This design comes from an exercise in tuning for small area, a short achievable clock period and few clock cycles per item on the open sky130 flow, not from production work. In this exercise RTL edits were held to simulation tests only and were not proved equivalent to the original. No activity file was given, so power comes from the tool's default toggle rates.

==> flow/design.v <==
package rcg_pkg;
   localparam int DEF_MAX_WIDTH  = 256;
   localparam int DEF_MAX_HEIGHT = 4096;
   localparam int CSR_WIDTH      = 11;
   localparam logic [CSR_WIDTH-1:0] WIDTH_RESET = 11'd1024;
   localparam int PIX_W  = 8;
   localparam int GRAD_W = 9;
   localparam int ROW_W  = 12;
   localparam int COL_W  = 10;
   localparam int MAG_W  = 13;
   localparam int SQ_W   = 17;
endpackage
module rcg_sumsq (
   input  logic [7:0]  a,
   input  logic [7:0]  b,
   output logic [16:0] r0,
   output logic [16:0] r1,
   output logic [16:0] r2
);
   logic t1, t2, t3, t4, t5, t6, t7, t8, t9, t10, t11, t12;
   logic t13, t14, t15, t16, t17, t18, t19, t20, t21, t22, t23, t24;
   logic t25, t26, t27, t28, t29, t30, t31, t32, t33, t34, t35, t36;
   logic t37, t38, t39, t40, t41, t42, t43, t44, t45, t46, t47, t48;
   logic t49, t50, t51, t52, t53, t54, t55, t56, t57, t58, t59, t60;
   logic t61, t62, t63, t64, t65, t66, t67, t68, t69, t70, t71, t72;
   logic t73, t74;
   assign t1 = (a[0] & a[7]) ^ (a[1] & a[6]);
   assign t2 = (a[0] & a[7]) & (a[1] & a[6]);
   assign t3 = (a[0] & a[5]) ^ (a[1] & a[4]) ^ (a[2] & a[3]);
   assign t4 = ((a[0] & a[5]) & (a[1] & a[4])) | ((a[0] & a[5]) & (a[2] & a[3])) | ((a[1] & a[4]) & (a[2] & a[3]));
   assign t5 = (a[0] & a[6]) ^ (a[1] & a[5]);
   assign t6 = (a[0] & a[6]) & (a[1] & a[5]);
   assign t7 = t1 ^ (a[2] & a[5]) ^ (a[3] & a[4]);
   assign t8 = (t1 & (a[2] & a[5])) | (t1 & (a[3] & a[4])) | ((a[2] & a[5]) & (a[3] & a[4]));
   assign t9 = a[4] ^ (b[0] & b[7]) ^ (b[1] & b[6]);
   assign t10 = (a[4] & (b[0] & b[7])) | (a[4] & (b[1] & b[6])) | ((b[0] & b[7]) & (b[1] & b[6]));
   assign t11 = t2 ^ (a[1] & a[7]) ^ (a[2] & a[6]);
   assign t12 = (t2 & (a[1] & a[7])) | (t2 & (a[2] & a[6])) | ((a[1] & a[7]) & (a[2] & a[6]));
   assign t13 = (a[3] & a[5]) ^ (b[1] & b[7]);
   assign t14 = (a[3] & a[5]) & (b[1] & b[7]);
   assign t15 = (a[2] & a[7]) ^ (a[3] & a[6]) ^ (a[4] & a[5]);
   assign t16 = ((a[2] & a[7]) & (a[3] & a[6])) | ((a[2] & a[7]) & (a[4] & a[5])) | ((a[3] & a[6]) & (a[4] & a[5]));
   assign t17 = a[5] ^ (b[2] & b[7]) ^ (b[3] & b[6]);
   assign t18 = (a[5] & (b[2] & b[7])) | (a[5] & (b[3] & b[6])) | ((b[2] & b[7]) & (b[3] & b[6]));
   assign t19 = (a[0] & a[3]) ^ (a[1] & a[2]) ^ a[2];
   assign t20 = ((a[0] & a[3]) & (a[1] & a[2])) | ((a[0] & a[3]) & a[2]) | ((a[1] & a[2]) & a[2]);
   assign t21 = (a[0] & a[4]) ^ (a[1] & a[3]);
   assign t22 = (a[0] & a[4]) & (a[1] & a[3]);
   assign t23 = t3 ^ a[3] ^ (b[0] & b[5]);
   assign t24 = (t3 & a[3]) | (t3 & (b[0] & b[5])) | (a[3] & (b[0] & b[5]));
   assign t25 = (b[1] & b[4]) ^ (b[2] & b[3]);
   assign t26 = (b[1] & b[4]) & (b[2] & b[3]);
   assign t27 = t4 ^ t5 ^ (a[2] & a[4]);
   assign t28 = (t4 & t5) | (t4 & (a[2] & a[4])) | (t5 & (a[2] & a[4]));
   assign t29 = (b[0] & b[6]) ^ (b[1] & b[5]) ^ (b[2] & b[4]);
   assign t30 = ((b[0] & b[6]) & (b[1] & b[5])) | ((b[0] & b[6]) & (b[2] & b[4])) | ((b[1] & b[5]) & (b[2] & b[4]));
   assign t31 = t6 ^ t7 ^ t9;
   assign t32 = (t6 & t7) | (t6 & t9) | (t7 & t9);
   assign t33 = (b[2] & b[5]) ^ (b[3] & b[4]) ^ b[4];
   assign t34 = ((b[2] & b[5]) & (b[3] & b[4])) | ((b[2] & b[5]) & b[4]) | ((b[3] & b[4]) & b[4]);
   assign t35 = t8 ^ t10 ^ t11;
   assign t36 = (t8 & t10) | (t8 & t11) | (t10 & t11);
   assign t37 = t13 ^ (b[2] & b[6]) ^ (b[3] & b[5]);
   assign t38 = (t13 & (b[2] & b[6])) | (t13 & (b[3] & b[5])) | ((b[2] & b[6]) & (b[3] & b[5]));
   assign t39 = t12 ^ t14 ^ t15;
   assign t40 = (t12 & t14) | (t12 & t15) | (t14 & t15);
   assign t41 = t17 ^ (b[4] & b[5]) ^ b[5];
   assign t42 = (t17 & (b[4] & b[5])) | (t17 & b[5]) | ((b[4] & b[5]) & b[5]);
   assign t43 = t16 ^ t18 ^ (a[3] & a[7]);
   assign t44 = (t16 & t18) | (t16 & (a[3] & a[7])) | (t18 & (a[3] & a[7]));
   assign t45 = (a[4] & a[6]) ^ (b[3] & b[7]) ^ (b[4] & b[6]);
   assign t46 = ((a[4] & a[6]) & (b[3] & b[7])) | ((a[4] & a[6]) & (b[4] & b[6])) | ((b[3] & b[7]) & (b[4] & b[6]));
   assign t47 = (a[4] & a[7]) ^ (a[5] & a[6]) ^ a[6];
   assign t48 = ((a[4] & a[7]) & (a[5] & a[6])) | ((a[4] & a[7]) & a[6]) | ((a[5] & a[6]) & a[6]);
   assign t49 = (b[4] & b[7]) ^ (b[5] & b[6]) ^ b[6];
   assign t50 = ((b[4] & b[7]) & (b[5] & b[6])) | ((b[4] & b[7]) & b[6]) | ((b[5] & b[6]) & b[6]);
   assign t51 = (a[0] & a[1]) ^ a[1];
   assign t52 = (a[0] & a[1]) & a[1];
   assign t53 = t19 ^ (b[0] & b[3]);
   assign t54 = t19 & (b[0] & b[3]);
   assign t55 = t20 ^ t21 ^ (b[0] & b[4]);
   assign t56 = (t20 & t21) | (t20 & (b[0] & b[4])) | (t21 & (b[0] & b[4]));
   assign t57 = t22 ^ t23 ^ t25;
   assign t58 = (t22 & t23) | (t22 & t25) | (t23 & t25);
   assign t59 = t24 ^ t26 ^ t27;
   assign t60 = (t24 & t26) | (t24 & t27) | (t26 & t27);
   assign t61 = t28 ^ t30 ^ t31;
   assign t62 = (t28 & t30) | (t28 & t31) | (t30 & t31);
   assign t63 = t32 ^ t34 ^ t35;
   assign t64 = (t32 & t34) | (t32 & t35) | (t34 & t35);
   assign t65 = t36 ^ t38 ^ t39;
   assign t66 = (t36 & t38) | (t36 & t39) | (t38 & t39);
   assign t67 = t40 ^ t42 ^ t43;
   assign t68 = (t40 & t42) | (t40 & t43) | (t42 & t43);
   assign t69 = t44 ^ t46 ^ t47;
   assign t70 = (t44 & t46) | (t44 & t47) | (t46 & t47);
   assign t71 = t48 ^ t50 ^ (a[5] & a[7]);
   assign t72 = (t48 & t50) | (t48 & (a[5] & a[7])) | (t50 & (a[5] & a[7]));
   assign t73 = (a[6] & a[7]) ^ a[7] ^ (b[6] & b[7]);
   assign t74 = ((a[6] & a[7]) & a[7]) | ((a[6] & a[7]) & (b[6] & b[7])) | (a[7] & (b[6] & b[7]));
   assign r0 = {1'b0, t74, t72, t70, t68, t66, t64, t62, t60, t58, t56, t54, t53, t52, t51, 1'b0, a[0]};
   assign r1 = {1'b0, 1'b0, t73, t71, t69, t67, t65, t63, t61, t59, t57, t55, (b[1] & b[2]), (a[0] & a[2]), (b[0] & b[1]), 1'b0, b[0]};
   assign r2 = {1'b0, 1'b0, b[7], (b[5] & b[7]), t49, t45, t41, t37, t33, t29, b[3], (b[1] & b[3]), b[2], (b[0] & b[2]), b[1], 1'b0, 1'b0};
endmodule
module rcg_sqrt_step
#(
   parameter int J = 1
)(
   input  logic [J-1:0]              rem_in,
   input  logic [(J > 1 ? J-1 : 1)-1:0] root_in,
   input  logic [1:0]                pair,
   output logic [J:0]                rem_out,
   output logic [J-1:0]              root_out
);
   logic [J+1:0] r2, tr;
   logic [J+2:0] d;
   logic         ge;
   assign r2 = {rem_in, pair};
   if (J == 1) begin : g_first
      assign tr       = (J+2)'(1);
      assign root_out = ge;
   end else begin : g_next
      assign tr       = {1'b0, root_in, 2'b01};
      assign root_out = {root_in, ge};
   end
   assign d       = {1'b0, r2} - {1'b0, tr};
   assign ge      = ~d[J+2];
   assign rem_out = ge ? d[J:0] : r2[J:0];
endmodule
import rcg_pkg::*;
module roberts_cross_gradient
#(
   parameter int MAX_WIDTH  = rcg_pkg::DEF_MAX_WIDTH,
   parameter int MAX_HEIGHT = rcg_pkg::DEF_MAX_HEIGHT
)(
   input  logic                     clock,
   input  logic                     reset,
   input  logic                     csr_wr_en,
   input  logic [rcg_pkg::CSR_WIDTH-1:0]     csr_wr_data,
   input  logic                     req_valid,
   output logic                     req_ready,
   input  logic [rcg_pkg::PIX_W-1:0]         req_pixel,
   input  logic                     req_start_of_frame,
   output logic                     rsp_valid,
   input  logic                     rsp_ready,
   output logic [rcg_pkg::ROW_W-1:0]         rsp_out_row,
   output logic [rcg_pkg::COL_W-1:0]         rsp_out_col,
   output logic signed [rcg_pkg::GRAD_W-1:0] rsp_diag_grad,
   output logic signed [rcg_pkg::GRAD_W-1:0] rsp_anti_grad,
   output logic [rcg_pkg::MAG_W-1:0]         rsp_magnitude,
   output logic                     rsp_last
);
   localparam int CW = $clog2(MAX_WIDTH);       
   localparam int RW = $clog2(MAX_HEIGHT);      
   localparam logic [13:0] CUT = 14'b11_1111_1111_1100;
   localparam int NST = 15;   
   logic adv;    
   logic            rdy_ff, sk_v, sk_sof;
   logic [7:0]      sk_p;
   logic            a_v, a_z, a_c0;
   logic [7:0]      a_p;
   logic [CW-1:0]   a_col;
   logic            origin;
   logic [CW:0]     ncol;          
   logic [CW:0]     weff;          
   logic            acc, a_free, src_v, src_sof, ent_z, wrap;
   logic [7:0]      src_p;
   logic [CW-1:0]   ent_col;
   logic [CW:0]     wr_clamp;
   assign req_ready = rdy_ff;
   assign acc     = req_valid & rdy_ff;
   assign a_free  = ~a_v | adv;
   assign src_v   = sk_v | acc;
   assign src_p   = sk_v ? sk_p : req_pixel;
   assign src_sof = sk_v ? sk_sof : req_start_of_frame;
   assign wrap    = ncol >= weff;
   assign ent_z   = src_sof | origin;
   assign ent_col = (ent_z | wrap) ? '0 : ncol[CW-1:0];
   always_comb begin
      if (csr_wr_data < CSR_WIDTH'(2))              wr_clamp = (CW+1)'(2);
      else if (csr_wr_data > CSR_WIDTH'(MAX_WIDTH)) wr_clamp = (CW+1)'(MAX_WIDTH);
      else                                          wr_clamp = csr_wr_data[CW:0];
   end
   always_ff @(posedge clock) begin
      if (reset) begin
         rdy_ff <= 1'b1;
         sk_v   <= 1'b0;
         a_v    <= 1'b0;
         origin <= 1'b1;
         ncol   <= '0;
         weff   <= (CW+1)'(MAX_WIDTH);
      end else begin
         if (csr_wr_en) weff <= wr_clamp;
         if (a_free) begin
            a_v    <= src_v;
            sk_v   <= 1'b0;
            rdy_ff <= 1'b1;
            if (src_v) begin
               origin <= 1'b0;
               ncol   <= (ent_z | wrap) ? (CW+1)'(1) : ncol + (CW+1)'(1);
            end
         end else if (acc) begin
            sk_v   <= 1'b1;
            rdy_ff <= 1'b0;
         end
      end
   end
   always_ff @(posedge clock) begin
      if (~a_free & acc) begin
         sk_p   <= req_pixel;
         sk_sof <= req_start_of_frame;
      end
      if (a_free) begin
         a_p   <= src_p;
         a_z   <= ent_z;
         a_col <= ent_col;
         a_c0  <= (ent_col == '0);
      end
   end
   logic [7:0]      line_mem [MAX_WIDTH];
   logic            b_v, b_z, b_c0;
   logic [7:0]      b_p;
   logic [7:0]      b_pq [4];
   logic [15:0]     b_lq [4];
   logic [3:0]      b_g;
   logic [7:0]      grp [16];
   logic [7:0]      b_rq [4];
   always_comb begin
      for (int g = 0; g < 16; g++) begin
         grp[g] = '0;
         for (int k = 0; k < 16; k++) grp[g] |= line_mem[16*g+k] & {8{b_lq[g/4][k]}};
      end
      for (int q = 0; q < 4; q++) begin
         b_rq[q] = '0;
         for (int g = 4*q; g < 4*q+4; g++) b_rq[q] |= grp[g] & {8{b_g[g%4]}};
      end
      b_p = b_pq[0] | b_pq[1] | b_pq[2] | b_pq[3];
   end
   always_ff @(posedge clock) begin
      if (reset) begin
         b_v <= 1'b0;
         b_g <= '0;
      end else if (adv) begin
         b_v <= a_v;
         b_g <= a_v ? 4'(1) << a_col[5:4] : '0;
      end
   end
   always_ff @(posedge clock) begin
      if (adv) begin
         for (int q = 0; q < 4; q++) begin
            b_pq[q] <= (a_col[7:6] == 2'(q)) ? a_p : '0;
            b_lq[q] <= (a_col[7:6] == 2'(q)) ? 16'(1) << a_col[3:0] : '0;
         end
         b_z  <= a_z;
         b_c0 <= a_c0;
      end
      for (int i = 0; i < MAX_WIDTH; i++)
         if (adv & b_g[(i/16)%4] & b_lq[i/64][i%16]) line_mem[i] <= b_pq[i/64];
   end
   logic            c_v, c_z, c_c0;
   logic [7:0]      c_p, c_u, lp, ulp;
   logic [7:0]      c_uq [4];
   logic [3:0]      c_qs;          
   logic            c_ge;          
   assign c_u  = c_uq[0] | c_uq[1] | c_uq[2] | c_uq[3];
   assign c_ge = (c_qs[0] & (c_uq[0] >= lp)) | (c_qs[1] & (c_uq[1] >= lp)) |
                 (c_qs[2] & (c_uq[2] >= lp)) | (c_qs[3] & (c_uq[3] >= lp));
   always_ff @(posedge clock) begin
      if (reset) c_v <= 1'b0;
      else if (adv) c_v <= b_v;
   end
   always_ff @(posedge clock) begin
      if (adv) begin
         c_p  <= b_p;
         for (int q = 0; q < 4; q++) begin
            c_uq[q] <= b_rq[q];
            c_qs[q] <= |b_lq[q];
         end
         c_z  <= b_z;
         c_c0 <= b_c0;
      end
      if (adv & c_v) begin
         lp  <= c_p;
         ulp <= c_u;
      end
   end
   logic                     p_v  [NST];
   logic                     p_z  [NST];
   logic                     p_c0 [NST];
   logic signed [GRAD_W-1:0] p_x  [NST];
   logic signed [GRAD_W-1:0] p_y  [NST];
   logic [7:0]               d_ax, d_ay;
   logic [16:0]              sq_r0, sq_r1, sq_r2, e_r0, e_r1, e_r2;
   logic [SQ_W-1:0]          e_s;
   rcg_sumsq u_sumsq (
      .a  (d_ax),
      .b  (d_ay),
      .r0 (sq_r0),
      .r1 (sq_r1),
      .r2 (sq_r2)
   );
   always_ff @(posedge clock) begin
      if (reset) begin
         for (int k = 0; k < NST; k++) p_v[k] <= 1'b0;
      end else if (adv) begin
         p_v[0] <= c_v;
         for (int k = 1; k < NST; k++) p_v[k] <= p_v[k-1];
      end
   end
   always_ff @(posedge clock) begin
      if (adv) begin
         p_z[0]  <= c_z;
         p_c0[0] <= c_c0;
         p_x[0]  <= $signed({1'b0, ulp}) - $signed({1'b0, c_p});
         p_y[0]  <= $signed({1'b0, c_u}) - $signed({1'b0, lp});
         for (int k = 1; k < NST; k++) begin
            p_z[k]  <= p_z[k-1];
            p_c0[k] <= p_c0[k-1];
            p_x[k]  <= p_x[k-1];
            p_y[k]  <= p_y[k-1];
         end
         d_ax <= (ulp >= c_p) ? ulp - c_p : c_p - ulp;
         d_ay <= c_ge ? c_u - lp : lp - c_u;
         e_r0 <= sq_r0;
         e_r1 <= sq_r1;
         e_r2 <= sq_r2;
         e_s  <= SQ_W'(e_r0 + e_r1 + e_r2);
      end
   end
   logic [15:0] rem_c  [15];
   logic [13:0] root_c [15];
   logic [15:0] rem_q  [15];
   logic [13:0] root_q [15];
   logic [SQ_W-1:0] s_q [15];
   logic [SQ_W-1:0] s_at [15];    
   assign rem_c[0]  = '0;
   assign root_c[0] = '0;
   assign s_at[0]   = e_s;
   for (genvar j = 1; j <= 14; j++) begin : g_step
      logic [15:0] rin;
      logic [13:0] oin;
      logic [SQ_W-1:0] sin;
      logic [1:0]  pair;
      logic [j:0]  rout;
      logic [j-1:0] oout;
      if (j > 1 && CUT[j-2]) begin : g_reg
         assign rin = rem_q[j-1];
         assign oin = root_q[j-1];
         assign sin = s_q[j-1];
      end else begin : g_comb
         assign rin = rem_c[j-1];
         assign oin = root_c[j-1];
         assign sin = s_at[j-1];
      end
      assign s_at[j] = sin;
      if (14 - j >= 5) begin : g_pair
         localparam int LO = 2 * (14 - j - 5);
         if (LO + 1 < SQ_W) begin : g_two
            assign pair = sin[LO+1:LO];
         end else begin : g_one
            assign pair = {1'b0, sin[LO]};
         end
      end else begin : g_zero
         assign pair = 2'b00;
      end
      rcg_sqrt_step #(.J(j)) u_step (
         .rem_in   (rin[j-1:0]),
         .root_in  (oin[(j > 1 ? j-1 : 1)-1:0]),
         .pair     (pair),
         .rem_out  (rout),
         .root_out (oout)
      );
      assign rem_c[j]  = 16'(rout);
      assign root_c[j] = 14'(oout);
      if (CUT[j-1]) begin : g_cut
         always_ff @(posedge clock) begin
            if (adv) begin
               rem_q[j]  <= rem_c[j];
               root_q[j] <= root_c[j];
               s_q[j]    <= sin;
            end
         end
      end
   end
   localparam int LS = NST - 1;
   logic [RW-1:0]   rr;
   logic [CW-1:0]   rc;
   logic [RW-1:0]   pos_r, rr_inc;
   logic [CW-1:0]   pos_c;
   logic            l_v, r1, c1, has_res;
   logic [12:0]     mag;
   assign l_v     = p_v[LS];
   assign rr_inc  = (rr == RW'(MAX_HEIGHT - 1)) ? rr : rr + RW'(1);
   assign pos_r   = p_z[LS] ? '0 : p_c0[LS] ? rr_inc : rr;
   assign pos_c   = (p_z[LS] | p_c0[LS]) ? '0 : rc + CW'(1);
   assign r1      = ~p_z[LS] & (p_c0[LS] ? (rr == '0) : (rr == RW'(1)));
   assign c1      = ~p_z[LS] & ~p_c0[LS] & (rc == '0);
   assign has_res = ~p_z[LS] & ~p_c0[LS] & (rr != '0);
   assign mag     = 13'((15'(root_q[14]) + 15'(1)) >> 1);
   always_ff @(posedge clock) begin
      if (adv & l_v) begin
         rr <= pos_r;
         rc <= pos_c;
      end
   end
   logic            o_v, o_last, o_c1;
   logic [1:0]      o_kind;
   logic [RW-1:0]   o_row;
   logic [CW-1:0]   o_col;
   logic signed [GRAD_W-1:0] o_diag, o_anti;
   logic [12:0]     o_mag;
   logic            o_en, o_more, o_take, l_res, adv_ff;
   logic            k_v, f_last, f_c1, k_last, k_c1;
   logic [1:0]      f_kind, k_kind;
   logic [RW-1:0]   f_row, k_row;
   logic [CW-1:0]   f_col, k_col;
   logic signed [GRAD_W-1:0] f_diag, f_anti, k_diag, k_anti;
   logic [12:0]     k_mag;
   assign adv    = adv_ff;
   assign l_res  = adv & l_v & has_res;
   assign o_more = o_v & ~o_last;
   assign o_en   = ~o_v | rsp_ready;
   assign o_take = o_en & ~o_more;           
   always_comb begin
      f_c1  = c1;
      f_row = r1 ? '0 : pos_r;
      f_col = c1 ? '0 : pos_c;
      if (r1) begin
         f_kind = c1 ? 2'd0 : 2'd1;
         f_diag = c1 ? -p_x[LS] : -p_y[LS];
         f_anti = c1 ? -p_y[LS] : -p_x[LS];
         f_last = 1'b0;
      end else begin
         f_kind = c1 ? 2'd2 : 2'd3;
         f_diag = c1 ? p_y[LS] : p_x[LS];
         f_anti = c1 ? p_x[LS] : p_y[LS];
         f_last = ~c1;
      end
   end
   always_ff @(posedge clock) begin
      if (reset) begin
         o_v    <= 1'b0;
         k_v    <= 1'b0;
         adv_ff <= 1'b1;
      end else begin
         if (o_en) o_v <= o_more | k_v | l_res;
         if (k_v) begin
            k_v    <= ~o_take;
            adv_ff <= o_take;
         end else begin
            k_v    <= l_res & ~o_take;
            adv_ff <= ~(l_res & ~o_take);
         end
      end
   end
   always_ff @(posedge clock) begin
      if (~k_v & l_res & ~o_take) begin
         k_kind <= f_kind;
         k_c1   <= f_c1;
         k_row  <= f_row;
         k_col  <= f_col;
         k_diag <= f_diag;
         k_anti <= f_anti;
         k_mag  <= mag;
         k_last <= f_last;
      end
   end
   always_ff @(posedge clock) begin
      if (o_en) begin
         if (o_more) begin
            unique case (o_kind)
               2'd0: begin    
                  o_kind <= 2'd1;
                  o_col  <= CW'(1);
                  o_diag <= o_anti;
                  o_anti <= o_diag;
                  o_last <= 1'b0;
               end
               2'd1: begin    
                  o_kind <= o_c1 ? 2'd2 : 2'd3;
                  o_row  <= RW'(1);
                  if (o_c1) o_col <= '0;
                  o_diag <= o_c1 ? -o_diag : -o_anti;
                  o_anti <= o_c1 ? -o_anti : -o_diag;
                  o_last <= ~o_c1;
               end
               default: begin    
                  o_kind <= 2'd3;
                  o_col  <= CW'(1);
                  o_diag <= o_anti;
                  o_anti <= o_diag;
                  o_last <= 1'b1;
               end
            endcase
         end else if (k_v) begin
            o_kind <= k_kind;
            o_c1   <= k_c1;
            o_row  <= k_row;
            o_col  <= k_col;
            o_diag <= k_diag;
            o_anti <= k_anti;
            o_mag  <= k_mag;
            o_last <= k_last;
         end else begin
            o_kind <= f_kind;
            o_c1   <= f_c1;
            o_row  <= f_row;
            o_col  <= f_col;
            o_diag <= f_diag;
            o_anti <= f_anti;
            o_mag  <= mag;
            o_last <= f_last;
         end
      end
   end
   assign rsp_valid     = o_v;
   assign rsp_out_row   = o_row;
   assign rsp_out_col   = COL_W'(o_col);
   assign rsp_diag_grad = o_diag;
   assign rsp_anti_grad = o_anti;
   assign rsp_magnitude = o_mag;
   assign rsp_last      = o_last;
endmodule
==> flow/run.sh <==
#!/bin/bash
# synth_recipe.tcl (not shown) runs the flow's synth.tcl, then flattens the netlist and writes it again
# the make line also repeats each setting of config.mk as NAME=value (left out here)
make -C /OpenROAD-flow-scripts/flow DESIGN_CONFIG=/design/flow/config.mk WORK_HOME=/design/flow/orfs CLKGATE_MAP_FILE= SYNTH_SCRIPT=/design/flow/synth_recipe.tcl finish
==> flow/config.mk <==
export PLATFORM = sky130hd
export DESIGN_NAME = roberts_cross_gradient
export DESIGN_NICKNAME = roberts_cross_gradient
export VERILOG_FILES = /design/flow/design.v
export SDC_FILE = /design/flow/constraint.sdc
export NUM_CORES = 4
export LEC_CHECK = 0
export CAP_MARGIN = 20
export CORE_MARGIN = 2
export CORE_UTILIZATION = 70
export CTS_CLUSTER_DIAMETER = 80
export CTS_CLUSTER_SIZE = 25
export SETUP_SLACK_MARGIN = 4.0
export SLEW_MARGIN = 20
==> flow/constraint.sdc <==
create_clock -name core_clock -period 7.0 [get_ports {clock}]
set_input_delay 1.4000 -clock core_clock [delete_from_list [all_inputs] [get_ports {clock}]]
set_output_delay 1.4000 -clock core_clock [all_outputs]
set_load 0.01 [all_outputs]
==> summary.txt, run 1 <==
===============================================================================================
Post-synthesis sequential element count ..........................................        3,021
Number of failing hold endpoints at the final stage ..............................            0
Count of input and output buffers ................................................           78
Die X-Extent .....................................................................       414 µm
CP arrival .......................................................................      3.54 ns
Maximum operating frequency ......................................................      329 MHz
Avg Synthesized Cell Area ........................................................     16.8 µm²
Number of warnings issued by yosys ...............................................           18
Remaining number of nets flagged by the antenna check after routing ..............            0
Max_cap viols ....................................................................            0
Post-synthesis async set-or-reset flop share .....................................            0
Clock latency reported for the late side of the worst-skew pair ..................      0.85 ns
Outcome .......................................................................... finished clean
Hold Path Class .................................................................. flop to flop
Final-report setup violation count ...............................................            0
Final Util .......................................................................        0.750
Starting Density .................................................................        0.705
Category of the worst setup path capture point ...................................         flop
Remaining max-slew budget at the tightest pin ....................................        0.269
Clock H-tree levels ..............................................................            4
Area grow syn2layout .............................................................        6.41%
Post-synthesis instance area .....................................................  118,000 µm²
Placer Congestion ................................................................        0.860
First-pass DRT Iterations ........................................................            9
Post-route design area ...........................................................  125,000 µm²
Maximum buffer depth of the clock tree ...........................................            3
DRC violations left ..............................................................            0
Placement Rows ...................................................................          150
Number of diodes added for antenna fixing ........................................            0
Cell Area, Placed ................................................................  121,000 µm²
CP Max Fanout ....................................................................           19
Top Ports ........................................................................           81
Max Slew Vio Count ...............................................................            0
Main synth FF type ............................................................... sky130_fd_sc_hd__edfxtp_1
Startpoint class of the critical path ............................................         flop
RSZ-0062 raised after global routing .............................................         true
Clock input transition at the sequential cells of the worst setup and hold paths .      0.10 ns
Number of vias in the routed layout ..............................................       64,100
Die H ............................................................................       414 µm
Global Route Usage Sum ...........................................................        0.302
Total Nets Final .................................................................        7,266
Vias per cell ....................................................................         6.93
Congestion Overflow GR ...........................................................            0
Overall power of the completed layout ............................................      36.3 mW
Post-detailed-routing wire length ................................................   260,000 µm
Buffer type at the clock tree root ............................................... sky130_fd_sc_hd__clkbuf_16
Library cells used by synthesis ..................................................           91
Critical path data required time .................................................      7.50 ns
Area taken by multi-input logic gates ............................................   25,300 µm²
Worst Tran Pin Value .............................................................      1.10 ns
Average wire per cell in the routed design .......................................      28.1 µm
Number of antenna violations at the first check in global routing ................            7
Power density of the placed cells ................................................   290 nW/µm²
Static power due to leakage ......................................................      45.6 nW
Number of synthesized flops with an enable pin ...................................        2,975
Final HPWL from detailed placement ...............................................   154,000 µm
Post-synth top area share ........................................................        0.759
Max Clock Skew ...................................................................    0.0364 ns
Fill cell count ..................................................................        9,843
Critical path class .............................................................. flop to flop
Time the worst path needs with I/O delays and setup ..............................      3.04 ns
TritonCTS clock tree .............................................................        built
Fraction of final layout cells with drive strength greater than 1 ................       0.0699
FF+latch area ....................................................................   90,300 µm²
Die outline area .................................................................  171,000 µm²
Proportion of synthesized chip area in sequential cells ..........................        0.767
First-pass GRT wire length .......................................................   391,000 µm
Total clock buffers created by CTS ...............................................          144
Number of global-route vias before repair ........................................       62,700
Leading post-synthesis cells by cell area ........................................ sky130_fd_sc_hd__edfxtp_1 76%, sky130_fd_sc_hd__a221oi_1 2.6%, sky130_fd_sc_hd__a22o_1 2.6%, sky130_fd_sc_hd__a22oi_1 2.4%, sky130_fd_sc_hd__ha_1 2.2%
Post-synthesis cell count ........................................................        7,015
Number of violations reported at the end of detailed-routing iteration 0 .........        7,894
Share of the clock period used by the worst path after layout ....................        0.434
Worst-case vdd ir drop ...........................................................       328 µV
Maximum number of pins on one net before global-route repair .....................          184
Core area ........................................................................  167,000 µm²
Number of clock sinks ............................................................        3,021
Number of buffers inserted by hold repair at cts .................................            0
Dominant cell type by area after synthesis ....................................... sky130_fd_sc_hd__edfxtp_1
===============================================================================================
==> power by group <==
part / leakage [nW] / internal (mW) / switching, mW
clock: 2.04 / 4.08 / 5.29
sequential: 31.1 / 21.2 / 0.593
combinational: 12.5 / 2.47 / 2.68
==> stage by stage <==
step | cells | hold slack [ns] | setup TNS [ns] | setup slack (ns)
after detailed placement | 9010 | 0.405 | 0 | 3.16
after global placement | 9010 | 0.401 | 0 | 3.20
after floorplan | 7016 | 0.400 | -57.45 | -1.04
final | 9253 | 0.410 | 0 | 3.96
after CTS | 9239 | 0.411 | 0 | 4.00
after global routing | 9253 | 0.416 | 0 | 3.99
==> timing repair <==
action | 4_1_cts | 5_1_grt
buffers inserted | 24 | 11
cloned | 1 | 3
endpoints found under the hold margin | 0 | 0
gates resized for setup | 82 | 34
setup endpoints to repair | 646 | 100
pin swaps | 2 | 11
==> registers in the layout (all words and copies together), names as in the netlist, 12 cells and up <==
signal	flops
line_mem	2048
p_x	133
p_y	133
root_q	102
rem_q	95
b_lq	64
g_step.sin	40
b_pq	32
c_uq	32
e_s	17
e_r0	15
p_c0	15
p_v	15
p_z	15
e_r1	14
e_r2	13
k_mag	13
o_mag	13
k_row	12
o_row	12
rr	12
==> critical path, stage by stage (launching register included) <==
cell	delay (ns)
sky130_fd_sc_hd__edfxtp_1	0.77
sky130_fd_sc_hd__buf_4	0.40
sky130_fd_sc_hd__a22o_1	0.23
sky130_fd_sc_hd__a221oi_1	0.33
sky130_fd_sc_hd__nand4_1	0.20
sky130_fd_sc_hd__a22oi_1	0.44
sky130_fd_sc_hd__nand3_1	0.32
==> kinds of logic (layout without fill, tap and decap cells) <==
family          Yosys count  in the layout  synth area share
simple gates           1268           1269            0.0581
mux                     137            137            0.0126
compound gates         1569           1571             0.102
buf+inv                 633            663            0.0207
other cells               1              2         0.0000319
xor+xnor                136            136            0.0101
fa+ha+maj               250            250            0.0295
flops                  3021           3021             0.767
==> synthesized netlist by cell type, types with 55 or more instances <==
| library cell | count |
|---|---|
| sky130_fd_sc_hd__a21oi_1 | 151 |
| sky130_fd_sc_hd__a221oi_1 | 355 |
| sky130_fd_sc_hd__a22o_1 | 354 |
| sky130_fd_sc_hd__a22oi_1 | 369 |
| sky130_fd_sc_hd__and2_1 | 88 |
| sky130_fd_sc_hd__and3_1 | 274 |
| sky130_fd_sc_hd__clkbuf_1 | 334 |
| sky130_fd_sc_hd__edfxtp_1 | 2975 |
| sky130_fd_sc_hd__ha_1 | 204 |
| sky130_fd_sc_hd__inv_1 | 226 |
| sky130_fd_sc_hd__mux2_2 | 80 |
| sky130_fd_sc_hd__mux2i_1 | 55 |
| sky130_fd_sc_hd__nand2_1 | 116 |
| sky130_fd_sc_hd__nand3_1 | 193 |
| sky130_fd_sc_hd__nand4_1 | 117 |
| sky130_fd_sc_hd__nor2_1 | 266 |
| sky130_fd_sc_hd__o21ai_0 | 144 |
| sky130_fd_sc_hd__xnor2_1 | 84 |
==> path summary, 6_finish.rpt <==
| kind | startpoint | end | slack, ns | depth (start not counted) |
|---|---|---|---|---|
| max | b_lq[1][10] | c_uq[1][1] | 3.96 | 6 |
| min | e_s[11] | g_step[4].sin[11] | 0.41 | 0 |
| max reg2reg | b_lq[1][10] | c_uq[1][1] | 3.96 | 6 |
| min reg2reg | e_s[11] | g_step[4].sin[11] | 0.41 | 0 |
==> final cells by class <==
class | count | share of cell area
well taps | 2204 | 0.0220
clock inverters | 26 | 0.00230
inverters | 228 | 0.00687
repair buffers | 231 | 0.0154
clock buffers | 178 | 0.0311
multi-input cells | 3365 | 0.202
flip-flops and latches | 3021 | 0.721
==> cell usage in the layout (no fill, tap or decap), types with 85 or more instances in the layout <==
| cell type | Yosys | layout |
|---|---|---|
| sky130_fd_sc_hd__edfxtp_1 | 2975 | 2975 |
| sky130_fd_sc_hd__a22oi_1 | 369 | 369 |
| sky130_fd_sc_hd__a221oi_1 | 355 | 354 |
| sky130_fd_sc_hd__a22o_1 | 354 | 354 |
| sky130_fd_sc_hd__and3_1 | 274 | 273 |
| sky130_fd_sc_hd__nor2_1 | 266 | 263 |
| sky130_fd_sc_hd__inv_1 | 226 | 224 |
| sky130_fd_sc_hd__ha_1 | 204 | 200 |
| sky130_fd_sc_hd__nand3_1 | 193 | 193 |
| sky130_fd_sc_hd__clkbuf_16 | 0 | 152 |
| sky130_fd_sc_hd__buf_4 | 4 | 147 |
| sky130_fd_sc_hd__a21oi_1 | 151 | 146 |
| sky130_fd_sc_hd__o21ai_0 | 144 | 142 |
| sky130_fd_sc_hd__nand4_1 | 117 | 117 |
| sky130_fd_sc_hd__nand2_1 | 116 | 113 |
| sky130_fd_sc_hd__and2_1 | 88 | 85 |
==> layer usage <==
metal,up-vias,track usage,wire length (µm)
met5,-,0,80
met4,10,0.105,9120
met3,464,0.0399,22700
met2,3311,0.498,129000
met1,32300,0.424,99100
li1,28000,-,-
Testbench counts, summed over its fixed seeds: cycles 20,259, items 17,628.
==> run 2, diff against run 1 <==
--- a/flow/design.v
+++ b/flow/design.v
@@ -155,6 +155,7 @@
    localparam logic [13:0] CUT = 14'b11_1111_1111_1100;
    localparam int NST = 15;   
    logic adv;    
+   logic adv_d;  
    logic            rdy_ff, sk_v, sk_sof;
    logic [7:0]      sk_p;
    logic            a_v, a_z, a_c0;
@@ -236,6 +237,11 @@
       end
       b_p = b_pq[0] | b_pq[1] | b_pq[2] | b_pq[3];
    end
+   logic            wr_ff;
+   always_ff @(posedge clock) begin
+      if (reset) wr_ff <= 1'b0;
+      else       wr_ff <= adv_d & (adv ? a_v : b_v);
+   end
    always_ff @(posedge clock) begin
       if (reset) begin
          b_v <= 1'b0;
@@ -255,7 +261,7 @@
          b_c0 <= a_c0;
       end
       for (int i = 0; i < MAX_WIDTH; i++)
-         if (adv & b_g[(i/16)%4] & b_lq[i/64][i%16]) line_mem[i] <= b_pq[i/64];
+         if (wr_ff & b_g[(i/16)%4] & b_lq[i/64][i%16]) line_mem[i] <= b_pq[i/64];
    end
    logic            c_v, c_z, c_c0;
    logic [7:0]      c_p, c_u, lp, ulp;
@@ -421,6 +427,7 @@
    assign o_more = o_v & ~o_last;
    assign o_en   = ~o_v | rsp_ready;
    assign o_take = o_en & ~o_more;           
+   assign adv_d  = k_v ? o_take : ~(l_res & ~o_take);
    always_comb begin
       f_c1  = c1;
       f_row = r1 ? '0 : pos_r;
@@ -444,13 +451,8 @@
          adv_ff <= 1'b1;
       end else begin
          if (o_en) o_v <= o_more | k_v | l_res;
-         if (k_v) begin
-            k_v    <= ~o_take;
-            adv_ff <= o_take;
-         end else begin
-            k_v    <= l_res & ~o_take;
-            adv_ff <= ~(l_res & ~o_take);
-         end
+         k_v    <= ~adv_d;
+         adv_ff <= adv_d;
       end
    end
    always_ff @(posedge clock) begin
--- a/flow/config.mk
+++ b/flow/config.mk
@@ -9,6 +9,6 @@
 export CORE_MARGIN = 2
 export CORE_UTILIZATION = 70
 export CTS_CLUSTER_DIAMETER = 80
-export CTS_CLUSTER_SIZE = 25
+export CTS_CLUSTER_SIZE = 28
 export SETUP_SLACK_MARGIN = 4.0
 export SLEW_MARGIN = 20
==> summary.txt, run 2 <==
===============================================================================================
Critical path class .............................................................. flop to flop   unchanged
TritonCTS clock tree .............................................................        built   unchanged
Outcome .......................................................................... finished clean   unchanged
Remaining number of nets flagged by the antenna check after routing ..............            0   unchanged
Library cells used by synthesis ..................................................           80   was 91
Hold Path Class .................................................................. flop to flop   unchanged
Number of synthesized flops with an enable pin ...................................        2,975   unchanged
Final instance count without filler cells ........................................        9,298   was 9,253
Number of antenna violations at the first check in global routing ................            4   was 7
Total clock buffers created by CTS ...............................................          135   was 144
Final HPWL from detailed placement ...............................................   157,000 µm   was 154,000 µm
Post-synthesis sequential element count ..........................................        3,022   was 3,021
Proportion of synthesized chip area in sequential cells ..........................        0.768   was 0.767
Wire length on met1 ..............................................................   102,000 µm   was 99,100 µm
Maximum number of pins on one net before global-route repair .....................          192   was 184
Register-to-register setup slack .................................................      4.02 ns   was 3.96 ns
Worst Tran Pin Value .............................................................      1.25 ns   was 1.10 ns
DRC violations left ..............................................................            0   unchanged
Worst slack at placement .........................................................      2.58 ns   was 3.16 ns
Area grow syn2layout .............................................................        6.59%   was 6.41%
Reg2Reg Capture Point ............................................................ line_mem[168][6]   was c_uq[1][1]
Avg Synthesized Cell Area ........................................................     16.7 µm²   was 16.8 µm²
Start point of the worst min-delay path ..........................................      p_c0[2]   was e_s[11]
Cells traversed along the worst timing path ...................................... buf_12, and3_1   was buf_4, a22o_1, a221oi_1, nand4_1, a22oi_1, nand3_1
Clock latency reported for the late side of the worst-skew pair ..................      0.83 ns   was 0.85 ns
Dominant cell type by area after synthesis ....................................... sky130_fd_sc_hd__edfxtp_1   unchanged
Leading cell type in the layout, fill and taps excluded .......................... sky130_fd_sc_hd__edfxtp_1   unchanged
Congestion Overflow GR ...........................................................            0   unchanged
Reported net switching power .....................................................      8.62 mW   was 8.57 mW
Core area ........................................................................  167,000 µm²   unchanged
Buffer type at the clock tree root ............................................... sky130_fd_sc_hd__clkbuf_16   unchanged
Post-synthesis async set-or-reset flop share .....................................            0   unchanged
Top routing layer in use .........................................................         met5   unchanged
Vias per cell ....................................................................         6.98   was 6.93
Routed met3 length ...............................................................    26,000 µm   was 22,700 µm
Number of violations reported at the end of detailed-routing iteration 0 .........        8,385   was 7,894
Die H ............................................................................       414 µm   about the same
Combinational cell fraction of total power .......................................        0.141   was 0.142
Number of flip-flops under the largest register name .............................        2,048   unchanged
Final Util .......................................................................        0.751   was 0.750
Reg-to-Reg Start .................................................................        wr_ff   was b_lq[1][10]
Largest stage delay on the critical path .........................................      0.87 ns   was 0.77 ns
FF+latch area ....................................................................   90,300 µm²   about the same
Cell with the most instances after synthesis ..................................... sky130_fd_sc_hd__edfxtp_1   unchanged
Internal power of the cells ......................................................      27.5 mW   was 27.7 mW
Worst-case vdd ir drop ...........................................................       325 µV   was 328 µV
Clock H-tree levels ..............................................................            4   unchanged
Cell Area, Placed ................................................................  121,000 µm²   about the same
Largest register by flop count ...................................................     line_mem   unchanged
Main synth FF type ............................................................... sky130_fd_sc_hd__edfxtp_1   unchanged
Critical path data required time .................................................      7.46 ns   was 7.50 ns
RSZ-0062 raised after global routing .............................................         true   unchanged
Count of input and output buffers ................................................           78   unchanged
Max Clock Skew ...................................................................    0.0336 ns   was 0.0364 ns
Max_cap viols ....................................................................            0   unchanged
Number of clock sinks ............................................................        3,022   was 3,021
Die outline area .................................................................  171,000 µm²   about the same
Commonest non-fill, non-tap cells in the layout .................................. 2,975 x sky130_fd_sc_hd__edfxtp_1, 359 x sky130_fd_sc_hd__a22oi_1, 358 x sky130_fd_sc_hd__a22o_1   was 2,975 x sky130_fd_sc_hd__edfxtp_1, 369 x sky130_fd_sc_hd__a22oi_1, 354 x sky130_fd_sc_hd__a221oi_1, 354 x sky130_fd_sc_hd__a22o_1, 273 x sky130_fd_sc_hd__and3_1
Number of buffers inserted by hold repair at cts .................................            0   unchanged
Post-detailed-routing wire length ................................................   266,000 µm   was 260,000 µm
Net switching fraction of the power ..............................................        0.238   was 0.236
Area taken by multi-input logic gates ............................................   25,200 µm²   was 25,300 µm²
Leading post-synthesis cells by cell area ........................................ sky130_fd_sc_hd__edfxtp_1 76%, sky130_fd_sc_hd__a221oi_1 2.7%, sky130_fd_sc_hd__a22o_1 2.7%, sky130_fd_sc_hd__a22oi_1 2.3%, sky130_fd_sc_hd__ha_1 2.2%   was sky130_fd_sc_hd__edfxtp_1 76%, sky130_fd_sc_hd__a221oi_1 2.6%, sky130_fd_sc_hd__a22o_1 2.6%, sky130_fd_sc_hd__a22oi_1 2.4%, sky130_fd_sc_hd__ha_1 2.2%
First-pass GRT wire length .......................................................   394,000 µm   was 391,000 µm
Worst Setup Slack, final .........................................................      4.02 ns   was 3.96 ns
Critical path's slowest cell ..................................................... sky130_fd_sc_hd__dfxtp_4   was sky130_fd_sc_hd__edfxtp_1
Power share of the clock group ...................................................        0.258   about the same
Time the worst path needs with I/O delays and setup ..............................      2.98 ns   was 3.04 ns
Post-synthesis instance area .....................................................  118,000 µm²   about the same
Fraction of final layout cells with drive strength greater than 1 ................       0.0702   was 0.0699
Placement Rows ...................................................................          150   unchanged
Clock input transition at the sequential cells of the worst setup and hold paths .      0.11 ns   was 0.10 ns
Top cells by count, synth ........................................................ 2,975 x sky130_fd_sc_hd__edfxtp_1, 360 x sky130_fd_sc_hd__a221oi_1, 359 x sky130_fd_sc_hd__a22oi_1   was 2,975 x sky130_fd_sc_hd__edfxtp_1, 369 x sky130_fd_sc_hd__a22oi_1, 355 x sky130_fd_sc_hd__a221oi_1
Placed insts .....................................................................        9,048   was 9,010
Total Nets Final .................................................................        7,303   was 7,266
Fill cell count ..................................................................        9,771   was 9,843
Die X-Extent .....................................................................       414 µm   about the same
Static power due to leakage ......................................................      45.9 nW   was 45.6 nW
Reg2Reg Depth ....................................................................            2   was 6
Max Slew Vio Count ...............................................................            0   unchanged
Met2 layer wire length in the routed design ......................................   129,000 µm   about the same
Share of the clock period used by the worst path after layout ....................        0.426   was 0.434
Final-report setup violation count ...............................................            0   unchanged
Power density of the placed cells ................................................   288 nW/µm²   was 290 nW/µm²
First-pass DRT Iterations ........................................................            6   was 9
Remaining max-slew budget at the tightest pin ....................................        0.169   was 0.269
Portion of total power attributed to sequential cells ............................        0.601   was 0.600
Placer Congestion ................................................................        0.864   was 0.860
Number of failing hold endpoints at the final stage ..............................            0   unchanged
Number of warnings issued by yosys ...............................................           18   unchanged
Number of vias in the routed layout ..............................................       64,900   was 64,100
Hold Crit Depth ..................................................................            0   unchanged
Largest registers ................................................................ line_mem x2048, p_x x133, p_y x133   unchanged
Post-synthesis cell count ........................................................        7,049   was 7,015
Global Route Usage Sum ...........................................................        0.310   was 0.302
Number of diodes added for antenna fixing ........................................            0   unchanged
Maximum operating frequency ......................................................      336 MHz   was 329 MHz
Overall power of the completed layout ............................................      36.2 mW   was 36.3 mW
Startpoint class of the critical path ............................................         flop   unchanged
Destination of the worst hold path ...............................................      p_c0[3]   was g_step[4].sin[11]
Maximum buffer depth of the clock tree ...........................................            3   unchanged
Post-route design area ...........................................................  125,000 µm²   about the same
CP Max Fanout ....................................................................          191   was 19
Category of the worst setup path capture point ...................................         flop   unchanged
CP arrival .......................................................................      3.44 ns   was 3.54 ns
Post-synth top area share ........................................................        0.760   was 0.759
Number of global-route vias before repair ........................................       62,600   was 62,700
Average wire per cell in the routed design .......................................      28.6 µm   was 28.1 µm
Starting Density .................................................................        0.704   was 0.705
Top Ports ........................................................................           81   unchanged
===============================================================================================
[run 2: power by group through the flow]
stage          Sequential (mW)  Clock, mW  Combinational [mW]
4_1_cts                   21.7       9.42                4.91
2_1_floorplan             22.0          0                3.76
5_1_grt                   21.9       9.95                5.74
3_5_place_dp              22.2          0                4.79
6_report                  21.7       9.34                5.09
3_3_place_gp              22.1          0                4.57
[run 2: worst max-delay path by stage]
stage	startpoint	end	slack, ns	cells past startpoint
3_3_place_gp	rsp_ready	k_col[3]	2.67	5
6_report	wr_ff	line_mem[168][6]	4.02	2
2_1_floorplan	adv_ff	k_anti[0]	-1.48	4
3_5_place_dp	rsp_ready	k_col[3]	2.58	5
5_1_grt	rr[2]	o_anti[2]	3.97	10
4_1_cts	o_anti[6]	rsp_anti_grad[6]	4.00	1
[run 2: area by class of cell]
cell class / instances / area share
Clock buffer: 154 / 0.0285
Multi-Input combinational cell: 3395 / 0.201
Clock inverter: 49 / 0.00449
Timing Repair Buffer: 242 / 0.0166
Tap cell: 2204 / 0.0220
Sequential cell: 3022 / 0.720
Inverter: 232 / 0.00703
[run 2: cell families after synthesis]
group,count (synthesis),synth area share
compound gates,1576,0.102
other cells,1,0.0000319
simple gates,1319,0.0602
mux,116,0.0106
buf+inv,635,0.0204
flops,3022,0.768
xor+xnor,130,0.00968
fa+ha+maj,250,0.0295
[run 2: critical path, delay by kind of cell (launching register included)]
| kind | cells | cell delay, ns |
|---|---|---|
| buf+inv | 1 | 0.55 |
| flops | 1 | 0.87 |
| simple gates | 1 | 0.69 |
[run 2: metal layers]
metal	up-vias	GRT usage
li1	28100	-
met1	32600	0.444
met2	3648	0.504
met3	481	0.0482
met4	8	0.0902
met5	-	0
[run 2: timing repair]
action	in CTS	in global routing
pin swaps	4	6
setup endpoints to repair	419	82
gates resized for setup	96	32
hold endpoints to repair	0	0
setup buffers	29	14
cloned	4	0
[run 2: per-stage QoR]
stage,setup TNS [ns],hold WS [ns]
detailed placement,0,0.405
CTS,0,0.413
finish,0,0.416
floorplan,-106.32,0.400
global placement,0,0.401
global route,0,0.419
Testbench counts of run 2, summed over its fixed seeds: cycles 20,259, items 17,628.
==> run 3, diff against run 2 <==
--- a/flow/config.mk
+++ b/flow/config.mk
@@ -9,6 +9,6 @@
 export CORE_MARGIN = 2
 export CORE_UTILIZATION = 70
 export CTS_CLUSTER_DIAMETER = 80
-export CTS_CLUSTER_SIZE = 28
+export CTS_CLUSTER_SIZE = 25
 export SETUP_SLACK_MARGIN = 4.0
 export SLEW_MARGIN = 20
==> summary.txt, run 3 <==
===============================================================================================
Leading post-synthesis cells by cell area ........................................ sky130_fd_sc_hd__edfxtp_1 76%, sky130_fd_sc_hd__a221oi_1 2.7%, sky130_fd_sc_hd__a22o_1 2.7%, sky130_fd_sc_hd__a22oi_1 2.3%, sky130_fd_sc_hd__ha_1 2.2%   unchanged
Fraction of final layout cells with drive strength greater than 1 ................       0.0690   was 0.0702
Maximum number of pins on one net before global-route repair .....................          192   unchanged
Hold Path Class .................................................................. flop to flop   unchanged
Net switching fraction of the power ..............................................        0.236   was 0.238
Final HPWL from detailed placement ...............................................   157,000 µm   unchanged
Top Ports ........................................................................           81   unchanged
Remaining max-slew budget at the tightest pin ....................................        0.172   was 0.169
Number of antenna violations at the first check in global routing ................            4   unchanged
Reg2Reg Depth ....................................................................            5   was 2
Number of violations reported at the end of detailed-routing iteration 0 .........        8,443   was 8,385
Post-synthesis instance area .....................................................  118,000 µm²   unchanged
Top cells by count, synth ........................................................ 2,975 x sky130_fd_sc_hd__edfxtp_1, 360 x sky130_fd_sc_hd__a221oi_1, 359 x sky130_fd_sc_hd__a22oi_1   unchanged
Commonest non-fill, non-tap cells in the layout .................................. 2,975 x sky130_fd_sc_hd__edfxtp_1, 359 x sky130_fd_sc_hd__a22oi_1, 358 x sky130_fd_sc_hd__a22o_1   unchanged
Launching instance or port of the critical path ..................................   b_lq[0][5]   was wr_ff
Number of vias in the routed layout ..............................................       64,900   about the same
Reported net switching power .....................................................      8.55 mW   was 8.62 mW
Fill cell count ..................................................................        9,750   was 9,771
Wire length on met1 ..............................................................   102,000 µm   about the same
Reg2Reg Capture Point ............................................................   c_uq[0][2]   was line_mem[168][6]
Startpoint class of the critical path ............................................         flop   unchanged
Total Nets Final .................................................................        7,316   was 7,303
Core area ........................................................................  167,000 µm²   unchanged
Proportion of synthesized chip area in sequential cells ..........................        0.768   unchanged
Remaining number of nets flagged by the antenna check after routing ..............            0   unchanged
Congestion Overflow GR ...........................................................            0   unchanged
Max Slew Vio Count ...............................................................            0   unchanged
Combinational cell fraction of total power .......................................        0.140   was 0.141
Die outline area .................................................................  171,000 µm²   unchanged
TritonCTS clock tree .............................................................        built   unchanged
Post-synthesis cell count ........................................................        7,049   unchanged
Final instance count without filler cells ........................................        9,296   was 9,298
Reg-to-Reg Start .................................................................   b_lq[0][5]   was wr_ff
Die H ............................................................................       414 µm   unchanged
Placer Congestion ................................................................        0.864   unchanged
Main synth FF type ............................................................... sky130_fd_sc_hd__edfxtp_1   unchanged
Largest registers ................................................................ line_mem x2048, p_x x133, p_y x133   unchanged
Number of clock sinks ............................................................        3,022   unchanged
Final Util .......................................................................        0.751   about the same
Number of flip-flops under the largest register name .............................        2,048   unchanged
Count of input and output buffers ................................................           78   unchanged
Outcome .......................................................................... finished clean   unchanged
Clock latency reported for the late side of the worst-skew pair ..................      0.84 ns   was 0.83 ns
FF+latch area ....................................................................   90,300 µm²   unchanged
Post-detailed-routing wire length ................................................   266,000 µm   about the same
Placed insts .....................................................................        9,048   unchanged
Category of the worst setup path capture point ...................................         flop   unchanged
Number of warnings issued by yosys ...............................................           18   unchanged
Starting Density .................................................................        0.704   unchanged
Register-to-register setup slack .................................................      4.00 ns   was 4.02 ns
Largest register by flop count ...................................................     line_mem   unchanged
Top routing layer in use .........................................................         met5   unchanged
Post-synthesis async set-or-reset flop share .....................................            0   unchanged
Met2 layer wire length in the routed design ......................................   129,000 µm   about the same
Number of failing hold endpoints at the final stage ..............................            0   unchanged
Final-report setup violation count ...............................................            0   unchanged
First-pass DRT Iterations ........................................................            6   unchanged
Max_cap viols ....................................................................            0   unchanged
Power share of the clock group ...................................................        0.259   was 0.258
Buffer type at the clock tree root ............................................... sky130_fd_sc_hd__clkbuf_16   unchanged
Global Route Usage Sum ...........................................................        0.311   was 0.310
Internal power of the cells ......................................................      27.6 mW   was 27.5 mW
Area taken by multi-input logic gates ............................................   25,200 µm²   about the same
Cell Area, Placed ................................................................  121,000 µm²   unchanged
Leading cell type in the layout, fill and taps excluded .......................... sky130_fd_sc_hd__edfxtp_1   unchanged
Post-synth top area share ........................................................        0.760   unchanged
Dominant cell type by area after synthesis ....................................... sky130_fd_sc_hd__edfxtp_1   unchanged
Power density of the placed cells ................................................   289 nW/µm²   was 288 nW/µm²
Placement Rows ...................................................................          150   unchanged
Number of global-route vias before repair ........................................       62,800   was 62,600
Worst setup path endpoint ........................................................   c_uq[0][2]   was line_mem[168][6]
Post-route design area ...........................................................  125,000 µm²   about the same
Clock input transition at the sequential cells of the worst setup and hold paths .      0.10 ns   was 0.11 ns
Portion of total power attributed to sequential cells ............................        0.601   about the same
Worst-case vdd ir drop ...........................................................       309 µV   was 325 µV
Max Clock Skew ...................................................................    0.0348 ns   was 0.0336 ns
Avg Synthesized Cell Area ........................................................     16.7 µm²   unchanged
Critical path class .............................................................. flop to flop   unchanged
Library cells used by synthesis ..................................................           80   unchanged
First-pass GRT wire length .......................................................   395,000 µm   was 394,000 µm
Total clock buffers created by CTS ...............................................          145   was 135
Average wire per cell in the routed design .......................................      28.6 µm   about the same
CP arrival .......................................................................      3.54 ns   was 3.44 ns
Maximum operating frequency ......................................................      333 MHz   was 336 MHz
Share of the clock period used by the worst path after layout ....................        0.429   was 0.426
Area grow syn2layout .............................................................        6.63%   was 6.59%
DRC violations left ..............................................................            0   unchanged
Maximum buffer depth of the clock tree ...........................................            3   unchanged
Static power due to leakage ......................................................      45.9 nW   about the same
Number of synthesized flops with an enable pin ...................................        2,975   unchanged
Post-synthesis sequential element count ..........................................        3,022   unchanged
Vias per cell ....................................................................         6.98   about the same
Critical path data required time .................................................      7.54 ns   was 7.46 ns
Cell with the most instances after synthesis ..................................... sky130_fd_sc_hd__edfxtp_1   unchanged
RSZ-0062 raised after global routing .............................................        false   was true
CP Max Fanout ....................................................................           32   was 191
Clock H-tree levels ..............................................................            4   unchanged
Worst Tran Pin Value .............................................................      1.24 ns   was 1.25 ns
Time the worst path needs with I/O delays and setup ..............................      3.00 ns   was 2.98 ns
Routed met3 length ...............................................................    26,000 µm   about the same
Die X-Extent .....................................................................       414 µm   unchanged
===============================================================================================
## run 3: cell count changes in the layout (fill, tap and decap cells not counted), sizes merged, moves of 2 or more
cell	before	now
clkbuf	154	165
clkinvlp	4	2
buf	169	175
clkinv	25	18
diode	0	3
inv	248	240
bufinv	4	2
clkdlybuf4s15	5	3
## run 3: critical path: stages, from the launching register on
cell and delay [ns]:
sky130_fd_sc_hd__edfxtp_1 0.54, sky130_fd_sc_hd__buf_4 0.34, sky130_fd_sc_hd__a221oi_1 0.63, sky130_fd_sc_hd__nand4_1 0.28
sky130_fd_sc_hd__a22oi_1 0.63, sky130_fd_sc_hd__nand3_1 0.24
## run 3: how the worst min path moves through the flow
stage | start | end | depth (start not counted)
floorplan | a_c0 | b_c0 | 0
global placement | p_z[5] | p_z[6] | 0
detailed placement | e_s[9] | g_step[4].sin[9] | 0
CTS | p_c0[2] | p_c0[3] | 0
global route | e_s[1] | g_step[4].sin[1] | 0
finish | p_c0[2] | p_c0[3] | 0
## run 3: timing repair
action	4_1_cts	5_1_grt
cloned	3	1
hold buffers	0	0
buffers inserted	31	15
pin swaps	4	6
endpoints found under the setup margin	420	89
resized for setup	100	31
## run 3: cell families after synthesis
family | share of synthesized area
other cells | 0.0000319
fa+ha+maj | 0.0295
xor+xnor | 0.00968
buf+inv | 0.0204
simple gates | 0.0602
mux | 0.0106
flops | 0.768
compound gates | 0.102
## run 3: cell type report
class                   count  share of cell area
flip-flops and latches   3022               0.720
multi-input cells        3395               0.201
clock buffers             165              0.0306
well taps                2204              0.0220
repair buffers            245              0.0166
inverters                 232             0.00702
clock inverters            30             0.00267
diodes                      3           0.0000599
## run 3: power groups by stage
stage | Clock, mW | Sequential (mW) | Combinational [mW]
2_1_floorplan | 0 | 22.0 | 3.76
3_3_place_gp | 0 | 22.1 | 4.57
3_5_place_dp | 0 | 22.2 | 4.79
4_1_cts | 9.48 | 21.7 | 4.89
5_1_grt | 10.0 | 21.9 | 5.73
6_report | 9.39 | 21.7 | 5.07
## run 3: stage by stage
stage / setup TNS [ns] / power, mW / setup slack [ns] / hold WS (ns)
6_report: 0 / 36.2 / 4.00 / 0.397
5_1_grt: 0 / 37.6 / 3.98 / 0.426
4_1_cts: 0 / 36.1 / 3.99 / 0.403
3_5_place_dp: 0 / 27.0 / 2.58 / 0.405
3_3_place_gp: 0 / 26.7 / 2.67 / 0.401
2_1_floorplan: -106.32 / 25.7 / -1.48 / 0.400
## run 3: routing by layer
layer	global-route usage	vias to the layer above
met5	0	-
met4	0.0940	8
met3	0.0489	474
met2	0.503	3624
met1	0.445	32700
li1	-	28100
==> run 4, diff against run 3 <==
--- a/flow/design.v
+++ b/flow/design.v
@@ -221,7 +221,7 @@
    logic [7:0]      line_mem [MAX_WIDTH];
    logic            b_v, b_z, b_c0;
    logic [7:0]      b_p;
-   logic [7:0]      b_pq [4];
+   logic [7:0]      b_pq [2];
    logic [15:0]     b_lq [4];
    logic [3:0]      b_g;
    logic [7:0]      grp [16];
@@ -235,7 +235,7 @@
          b_rq[q] = '0;
          for (int g = 4*q; g < 4*q+4; g++) b_rq[q] |= grp[g] & {8{b_g[g%4]}};
       end
-      b_p = b_pq[0] | b_pq[1] | b_pq[2] | b_pq[3];
+      b_p = b_pq[0] | b_pq[1];
    end
    logic            wr_ff;
    always_ff @(posedge clock) begin
@@ -254,14 +254,14 @@
    always_ff @(posedge clock) begin
       if (adv) begin
          for (int q = 0; q < 4; q++) begin
-            b_pq[q] <= (a_col[7:6] == 2'(q)) ? a_p : '0;
             b_lq[q] <= (a_col[7:6] == 2'(q)) ? 16'(1) << a_col[3:0] : '0;
          end
+         for (int h = 0; h < 2; h++) b_pq[h] <= (a_col[7] == 1'(h)) ? a_p : '0;
          b_z  <= a_z;
          b_c0 <= a_c0;
       end
       for (int i = 0; i < MAX_WIDTH; i++)
-         if (wr_ff & b_g[(i/16)%4] & b_lq[i/64][i%16]) line_mem[i] <= b_pq[i/64];
+         if (wr_ff & b_g[(i/16)%4] & b_lq[i/64][i%16]) line_mem[i] <= b_pq[i/128];
    end
    logic            c_v, c_z, c_c0;
    logic [7:0]      c_p, c_u, lp, ulp;
==> summary.txt, run 4 <==
===============================================================================================
Critical path class .............................................................. flop to flop   unchanged
Final Util .......................................................................        0.748   was 0.751
Avg Synthesized Cell Area ........................................................     16.7 µm²   about the same
Die X-Extent .....................................................................       413 µm   was 414 µm
Buffer type at the clock tree root ............................................... sky130_fd_sc_hd__clkbuf_16   unchanged
Largest stage delay on the critical path .........................................      0.49 ns   was 0.63 ns
Number of flip-flops under the largest register name .............................        2,048   unchanged
Critical path data required time .................................................      7.57 ns   was 7.54 ns
Maximum number of pins on one net before global-route repair .....................          196   was 192
Fraction of final layout cells with drive strength greater than 1 ................       0.0718   was 0.0690
Total clock buffers created by CTS ...............................................          144   was 145
Global Route Usage Sum ...........................................................        0.304   was 0.311
Number of vias in the routed layout ..............................................       63,800   was 64,900
Number of global-route vias before repair ........................................       61,500   was 62,800
Worst slack at placement .........................................................      3.13 ns   was 2.58 ns
Most used cell, CP ............................................................... sky130_fd_sc_hd__o21a_1
Hold Path Class .................................................................. flop to flop   unchanged
Area grow syn2layout .............................................................        6.45%   was 6.63%
First-pass DRT Iterations ........................................................            6   unchanged
Largest registers ................................................................ line_mem x2048, p_x x133, p_y x133   unchanged
Main synth FF type ............................................................... sky130_fd_sc_hd__edfxtp_1   unchanged
Number of violations reported at the end of detailed-routing iteration 0 .........        7,891   was 8,443
Post-synthesis instance area .....................................................  117,000 µm²   was 118,000 µm²
Final instance count without filler cells ........................................        9,237   was 9,296
Post-synthesis async set-or-reset flop share .....................................            0   unchanged
Number of antenna violations at the first check in global routing ................            4   unchanged
Total Nets Final .................................................................        7,256   was 7,316
Cells traversed along the worst timing path ...................................... fa_1, ha_2, inv_2, fa_2, nand2b_4, a21oi_4, o211a_1, o21a_1, o21a_1, o41a_1, xor2_1   was buf_4, a221oi_1, nand4_1, a22oi_1, nand3_1
Number of clock sinks ............................................................        3,006   was 3,022
Top cells by count, synth ........................................................ 2,959 x sky130_fd_sc_hd__edfxtp_1, 372 x sky130_fd_sc_hd__a22oi_1, 351 x sky130_fd_sc_hd__a221oi_1   was 2,975 x sky130_fd_sc_hd__edfxtp_1, 360 x sky130_fd_sc_hd__a221oi_1, 359 x sky130_fd_sc_hd__a22oi_1
Max Clock Skew ...................................................................    0.0288 ns   was 0.0348 ns
Top Ports ........................................................................           81   unchanged
Vias per cell ....................................................................         6.91   was 6.98
Clock latency reported for the late side of the worst-skew pair ..................      0.84 ns   about the same
Remaining number of nets flagged by the antenna check after routing ..............            0   unchanged
Post-detailed-routing wire length ................................................   260,000 µm   was 266,000 µm
Average wire per cell in the routed design .......................................      28.1 µm   was 28.6 µm
Share of the clock period used by the worst path after layout ....................        0.422   was 0.429
Post-synthesis cell count ........................................................        7,004   was 7,049
Worst Setup Slack, final .........................................................      4.05 ns   was 4.00 ns
DRC violations left ..............................................................            0   unchanged
Starting Density .................................................................        0.703   was 0.704
Final HPWL from detailed placement ...............................................   152,000 µm   was 157,000 µm
Maximum operating frequency ......................................................      339 MHz   was 333 MHz
Library cells used by synthesis ..................................................           84   was 80
Number of warnings issued by yosys ...............................................           18   unchanged
Leading cell type in the layout, fill and taps excluded .......................... sky130_fd_sc_hd__edfxtp_1   unchanged
Post-synth top area share ........................................................        0.759   was 0.760
Post-route design area ...........................................................  125,000 µm²   about the same
Leading post-synthesis cells by cell area ........................................ sky130_fd_sc_hd__edfxtp_1 76%, sky130_fd_sc_hd__a221oi_1 2.6%, sky130_fd_sc_hd__a22o_1 2.6%, sky130_fd_sc_hd__a22oi_1 2.4%, sky130_fd_sc_hd__ha_1 2.2%   was sky130_fd_sc_hd__edfxtp_1 76%, sky130_fd_sc_hd__a221oi_1 2.7%, sky130_fd_sc_hd__a22o_1 2.7%, sky130_fd_sc_hd__a22oi_1 2.3%, sky130_fd_sc_hd__ha_1 2.2%
Congestion Overflow GR ...........................................................            0   unchanged
Worst-case vdd ir drop ...........................................................       265 µV   was 309 µV
Static power due to leakage ......................................................      43.2 nW   was 45.9 nW
RSZ-0062 raised after global routing .............................................         true   was false
Max_cap viols ....................................................................            0   unchanged
Clock input transition at the sequential cells of the worst setup and hold paths .      0.10 ns   about the same
Startpoint class of the critical path ............................................         flop   unchanged
Outcome .......................................................................... finished clean   unchanged
Worst Tran Pin Value .............................................................      1.24 ns   about the same
Power density of the placed cells ................................................   291 nW/µm²   was 289 nW/µm²
Core area ........................................................................  167,000 µm²   about the same
Max Slew Vio Count ...............................................................            0   unchanged
Post-synthesis sequential element count ..........................................        3,006   was 3,022
Maximum buffer depth of the clock tree ...........................................            3   unchanged
Die H ............................................................................       413 µm   was 414 µm
Placer Congestion ................................................................        0.870   was 0.864
Dominant cell type by area after synthesis ....................................... sky130_fd_sc_hd__edfxtp_1   unchanged
Placed insts .....................................................................        9,000   was 9,048
Clock H-tree levels ..............................................................            4   unchanged
Largest register by flop count ...................................................     line_mem   unchanged
First-pass GRT wire length .......................................................   386,000 µm   was 395,000 µm
Count of input and output buffers ................................................           78   unchanged
Commonest non-fill, non-tap cells in the layout .................................. 2,959 x sky130_fd_sc_hd__edfxtp_1, 372 x sky130_fd_sc_hd__a22oi_1, 351 x sky130_fd_sc_hd__a221oi_1   was 2,975 x sky130_fd_sc_hd__edfxtp_1, 359 x sky130_fd_sc_hd__a22oi_1, 358 x sky130_fd_sc_hd__a22o_1
TritonCTS clock tree .............................................................        built   unchanged
Cell with the most instances after synthesis ..................................... sky130_fd_sc_hd__edfxtp_1   unchanged
CP Max Fanout ....................................................................            2   was 32
Final-report setup violation count ...............................................            0   unchanged
Die outline area .................................................................  171,000 µm²   about the same
Category of the worst setup path capture point ...................................         flop   unchanged
Remaining max-slew budget at the tightest pin ....................................        0.174   was 0.172
Placement Rows ...................................................................          150   unchanged
CP arrival .......................................................................      3.52 ns   was 3.54 ns
Cell Area, Placed ................................................................  120,000 µm²   was 121,000 µm²
Number of failing hold endpoints at the final stage ..............................            0   unchanged
Time the worst path needs with I/O delays and setup ..............................      2.95 ns   was 3.00 ns
Proportion of synthesized chip area in sequential cells ..........................        0.767   was 0.768
Overall power of the completed layout ............................................      36.2 mW   about the same
Critical path's slowest cell ..................................................... sky130_fd_sc_hd__fa_1   was sky130_fd_sc_hd__a221oi_1
Number of synthesized flops with an enable pin ...................................        2,959   was 2,975
===============================================================================================
==> run 4: cell count changes after synthesis, moves of 9 or more <==
| cell | change |
|---|---|
| sky130_fd_sc_hd__and3_1 | -15 |
| sky130_fd_sc_hd__xnor2_1 | +10 |
| sky130_fd_sc_hd__mux2i_1 | -16 |
| sky130_fd_sc_hd__edfxtp_1 | -16 |
| sky130_fd_sc_hd__nor3_1 | -9 |
| sky130_fd_sc_hd__a21oi_1 | -12 |
| sky130_fd_sc_hd__a22o_1 | -11 |
| sky130_fd_sc_hd__a221oi_1 | -9 |
| sky130_fd_sc_hd__clkbuf_1 | -14 |
| sky130_fd_sc_hd__or2_2 | +10 |
| sky130_fd_sc_hd__a22oi_1 | +13 |
| sky130_fd_sc_hd__mux2_2 | +15 |
==> run 4: cell families (layout without fill, tap and decap cells) <==
family	after synthesis	in the layout	share of synthesized area
flops	3006	3006	0.767
buf+inv	639	665	0.0209
fa+ha+maj	250	250	0.0297
mux	117	117	0.0110
xor+xnor	136	136	0.0102
simple gates	1286	1286	0.0584
other cells	1	3	0.0000320
compound gates	1569	1570	0.103
==> run 4: worst max-delay path, delay by kind of cell (launching register included) <==
family / cells / cell delay (ns)
buf+inv: 1 / 0.05
xor+xnor: 1 / 0.15
fa+ha+maj: 3 / 0.90
flops: 1 / 0.41
compound gates: 5 / 1.03
simple gates: 1 / 0.15
==> run 4: repair_timing <==
| item | in CTS | in global routing |
|---|---|---|
| gates resized for setup | 83 | 31 |
| hold buffers | 0 | 0 |
| setup endpoints to repair | 150 | 207 |
| hold endpoints to repair | 0 | 0 |
| gates cloned | 0 | 2 |
| setup buffers | 20 | 15 |
| pin swaps | 2 | 11 |
==> run 4: metal layers <==
layer | part of all wire | wire [µm] | GRT usage
met4 | 0.031 | 8050 | 0.0933
met2 | 0.49 | 127000 | 0.493
met5 | 0.000085 | 22 | 0
met1 | 0.39 | 102000 | 0.438
met3 | 0.087 | 22600 | 0.0416
==> run 4: per-stage QoR <==
step | hold WS [ns] | TNS [ns]
2_1_floorplan | 0.400 | -96.68
3_3_place_gp | 0.400 | 0
3_5_place_dp | 0.405 | 0
4_1_cts | 0.412 | 0
5_1_grt | 0.420 | 0
6_report | 0.415 | 0
==> run 4: area by class of cell <==
| type | instances | area, µm² |
|---|---|---|
| flip-flops and latches | 3006 | 89800 |
| well taps | 2204 | 2760 |
| inverters | 234 | 881 |
| diodes | 1 | 2.50 |
| fillers | 9826 | 42000 |
| multi-input cells | 3361 | 25100 |
| clock inverters | 29 | 314 |
| repair buffers | 234 | 1960 |
| clock buffers | 168 | 3830 |
==> run 4: path summary, 6_finish.rpt <==
| kind | cells past startpoint | to | slack, ns | startpoint |
|---|---|---|---|---|
| max | 11 | e_s[15] | 4.05 | e_r2[3] |
| min | 0 | p_x[11][1] | 0.42 | p_x[10][1] |
| max reg2reg | 11 | e_s[15] | 4.05 | e_r2[3] |
| min reg2reg | 0 | p_x[11][1] | 0.42 | p_x[10][1] |
==> run 4: power by group <==
group / switching [mW] / internal, mW
registers: 0.608 / 21.1
logic: 2.71 / 2.45
clock network: 5.29 / 4.03
Testbench counts of run 4, summed over its fixed seeds: cycles 20,259, items 17,628.

Setup slack of run 4, layout unchanged: 4.048 ns with ideal ports, 3.972 ns with driving cells assumed (clock clkbuf_16, inputs buf_2), 3.304 ns with port delays also shifted by the 0.909 ns mid clock arrival.
